From an optimization exercise on the open Yosys and OpenROAD flow, aimed at small area; shortcuts taken in it are not production practice. Where RTL was checked, it was by simulation tests only, not by an equivalence proof against the original. Power figures rest on the tool's default switching activity, not on a simulated workload.

## main
==> flow/design.v <==
module coproc_lane_alu #(
    parameter int WIDTH  = 144,
    parameter int LANE_W = 8,
    parameter int DEPTH  = 4
) (
    input  logic                     clk,
    input  logic                     rst,
    input  logic [WIDTH-1:0]         din,
    input  logic                     din_valid,
    output logic                     din_ready,
    input  logic [2:0]               mode,
    input  logic [$clog2(DEPTH)-1:0] tap,
    input  logic                     clear,
    output logic [WIDTH-1:0]         dout,
    output logic                     dout_valid,
    input  logic                     dout_ready,
    output logic [15:0]              count
);
    localparam int LANES = WIDTH / LANE_W;
    logic [WIDTH-1:0] r_hist [0:DEPTH-1];
    logic [WIDTH-1:0] r_acc;
    logic [WIDTH-1:0] r_dout;
    logic [DEPTH-1:0] r_hv;           
    logic             r_av;           
    logic             r_dout_valid;
    logic [15:0]      r_count;
    logic             w_accept;
    logic             m_delay, m_add, m_sub, m_xor, m_acc;
    logic [WIDTH-1:0] w_a, w_b;
    logic [WIDTH-1:0] w_result;
    assign din_ready  = !r_dout_valid || dout_ready;
    assign w_accept   = din_valid && din_ready;
    assign dout       = r_dout;
    assign dout_valid = r_dout_valid;
    assign count      = r_count;
    assign m_delay = (mode == 3'd1);
    assign m_add   = (mode == 3'd2);
    assign m_sub   = (mode == 3'd3);
    assign m_xor   = (mode == 3'd4);
    assign m_acc   = (mode == 3'd5);
    logic s_din, s_h0, s_h0n, s_h1, s_h2, s_h3, s_acc;
    assign s_din = !m_delay;
    assign s_h0  = (m_add || m_xor || (m_delay && tap == 2'd0)) && !clear && r_hv[0];
    assign s_h0n = m_sub && !clear && r_hv[0];
    assign s_h1  = m_delay && tap == 2'd1 && !clear && r_hv[1];
    assign s_h2  = m_delay && tap == 2'd2 && !clear && r_hv[2];
    assign s_h3  = m_delay && tap == 2'd3 && !clear && r_hv[3];
    assign s_acc = m_acc && !clear && r_av;
    assign w_a = (din & {WIDTH{s_din}}) | (r_hist[1] & {WIDTH{s_h1}})
               | (r_hist[2] & {WIDTH{s_h2}}) | (r_hist[3] & {WIDTH{s_h3}});
    assign w_b = (r_hist[0] & {WIDTH{s_h0}}) | (~r_hist[0] & {WIDTH{s_h0n}}) | (r_acc & {WIDTH{s_acc}});
    always_comb begin
        for (int l = 0; l < LANES; l++) begin
            logic [7:0] g, t, c;
            logic [7:0] G1, T1, G2, T2;
            for (int i = 0; i < 8; i++) begin
                g[i] = w_a[l*8+i] & w_b[l*8+i];
                t[i] = w_a[l*8+i] | w_b[l*8+i];
            end
            g[0] = g[0] | (t[0] & s_h0n);
            G1 = g; T1 = t;
            for (int i = 1; i < 8; i += 2) begin
                G1[i] = g[i] | (t[i] & g[i-1]);
                T1[i] = t[i] & t[i-1];
            end
            G2 = G1; T2 = T1;
            for (int j = 0; j < 8; j += 4) begin
                for (int i = j + 2; i < j + 4; i++) begin
                    G2[i] = G1[i] | (T1[i] & G1[j+1]);
                    T2[i] = T1[i] & T1[j+1];
                end
            end
            for (int i = 0; i < 8; i++) begin
                c[i] = (i < 4) ? G2[i] : (G2[i] | (T2[i] & G2[3]));
            end
            w_result[l*8] = w_a[l*8] ^ (w_b[l*8] ^ s_h0n);
            for (int i = 1; i < 8; i++) begin
                w_result[l*8+i] = w_a[l*8+i] ^ (w_b[l*8+i] ^ (c[i-1] & !m_xor));
            end
        end
    end
    always_ff @(posedge clk or negedge rst) begin
        if (!rst) begin
            r_dout_valid <= 1'b0;
        end else if (w_accept) begin
            r_dout_valid <= 1'b1;
        end else if (dout_ready) begin
            r_dout_valid <= 1'b0;
        end
    end
    always_ff @(posedge clk) begin
        if (w_accept) begin
            r_dout <= w_result;
        end
    end
    always_ff @(posedge clk) begin
        if (w_accept) begin
            for (int k = DEPTH - 1; k > 0; k--) begin
                r_hist[k] <= r_hist[k-1];
            end
            r_hist[0] <= din;
        end
    end
    always_ff @(posedge clk or negedge rst) begin
        if (!rst) begin
            r_hv <= '0;
        end else if (w_accept) begin
            r_hv <= {(clear ? {(DEPTH-1){1'b0}} : r_hv[DEPTH-2:0]), 1'b1};
        end else if (clear) begin
            r_hv <= '0;
        end
    end
    always_ff @(posedge clk) begin
        if (w_accept && m_acc) begin
            r_acc <= w_result;
        end
    end
    always_ff @(posedge clk or negedge rst) begin
        if (!rst) begin
            r_av <= 1'b0;
        end else if (w_accept && m_acc) begin
            r_av <= 1'b1;
        end else if (clear) begin
            r_av <= 1'b0;
        end
    end
    always_ff @(posedge clk or negedge rst) begin
        if (!rst) begin
            r_count <= '0;
        end else if (w_accept) begin
            r_count <= (clear ? 16'd0 : r_count) + 16'd1;
        end else if (clear) begin
            r_count <= '0;
        end
    end
endmodule
Settings: LEC_CHECK=0, CAP_MARGIN=20, CORE_MARGIN=2, CORE_UTILIZATION=65, CTS_BUF_LIST=sky130_fd_sc_hd__clkbuf_8, CTS_CLUSTER_DIAMETER=100, CTS_CLUSTER_SIZE=14, GPL_TIMING_DRIVEN=0, SETUP_SLACK_MARGIN=0.1, SLEW_MARGIN=20; clock period 3.5 ns.
standard.sh (not shown) runs the stock make flow with config.mk's settings and CLKGATE_MAP_FILE= SYNTH_SCRIPT=/design/flow/synth_recipe.tcl, a recipe that flattens the netlist after the stock synthesis.
==> flow/flow/run.sh <==
#!/bin/bash
set -euo pipefail
export BUFFER_PORTS_ARGS="-buffer_cell sky130_fd_sc_hd__buf_1"
export PRE_GLOBAL_PLACE_TCL="$(pwd)/flow/pre_gpl.tcl"
bash standard.sh > flow_make.log 2>&1
==> flow/flow/pre_gpl.tcl <==
# Drop synthesis's buffers; repair_design after placement buffers what needs it.
remove_buffers
Ran to the end and failed final checks on negative setup slack: main.
[inputs] the feature branch vs main
-- flow/design.v --
<<< main, line 55
            logic [7:0] G1, T1, G2, T2;
            for (int i = 0; i < 8; i++) begin
                g[i] = w_a[l*8+i] & w_b[l*8+i];
                t[i] = w_a[l*8+i] | w_b[l*8+i];
            end
>>> the feature branch, line 55
            logic [7:0] G1, T1, G2, T2;
            for (int i = 0; i < 8; i++) begin
                g[i] = w_a[l*8+i] & (w_b[l*8+i] & !m_xor);
                t[i] = w_a[l*8+i] | w_b[l*8+i];
            end
<<< main, line 76
            w_result[l*8] = w_a[l*8] ^ (w_b[l*8] ^ s_h0n);
            for (int i = 1; i < 8; i++) begin
                w_result[l*8+i] = w_a[l*8+i] ^ (w_b[l*8+i] ^ (c[i-1] & !m_xor));
            end
        end
>>> the feature branch, line 76
            w_result[l*8] = w_a[l*8] ^ (w_b[l*8] ^ s_h0n);
            for (int i = 1; i < 8; i++) begin
                w_result[l*8+i] = w_a[l*8+i] ^ (w_b[l*8+i] ^ c[i-1]);
            end
        end
- In summary, the feature branch completed successfully, with a layout that passed the timing, DRC and antenna checks.
- Summary — met2 layer usage reported by global route, the feature branch relative to main: lower, by 0.34 points.
- Run comparison: main class of the most critical setup path register to register; the feature branch class of the most critical setup path input pin to register
- Sum of internal, switching and leakage power: main vs the feature branch, no meaningful difference
- Between main and the feature branch, count of clock buffers in the final design is higher for the feature branch, main comes in under that.
- Summary — critical path depth, the feature branch relative to main: lower, by 4.
- Re setup slack: the feature branch is 870 ps up on main.
No functional check of the RTL was part of main.

separate check: timing with driven ports:
The results above use ideal ports. As a check the final layouts listed here were re-extracted and re-timed, cells and wires unchanged.
Step 1 assumes that a clkbuf_16 drives the clock port and a buf_2 every other input.
Step 2 times the ports against the registers' clock, not the clock port: input delays grow and output delays shrink by t, the midpoint of the rising clock arrivals with the driver on.
a / b / c = no drivers / after step 1 / after step 2; a / b = the first two.
run | t, ns | setup WS [ns] | latest minus earliest clock arrival (ns) | worst slew at a driven data input, ns
main | 0.738 | -0.751 / -0.751 / -1.325 | 0.035 / 0.035 | 0.12
the feature branch | 0.738 | 0.116 / 0.118 / -0.594 | 0.031 / 0.031 | 0.13
Met with ideal ports but missed after step 2: setup timing in the feature branch. The setup slack of the feature branch, which loses most, moves by +0.002 ns with the drivers and by -0.710 ns with both steps.
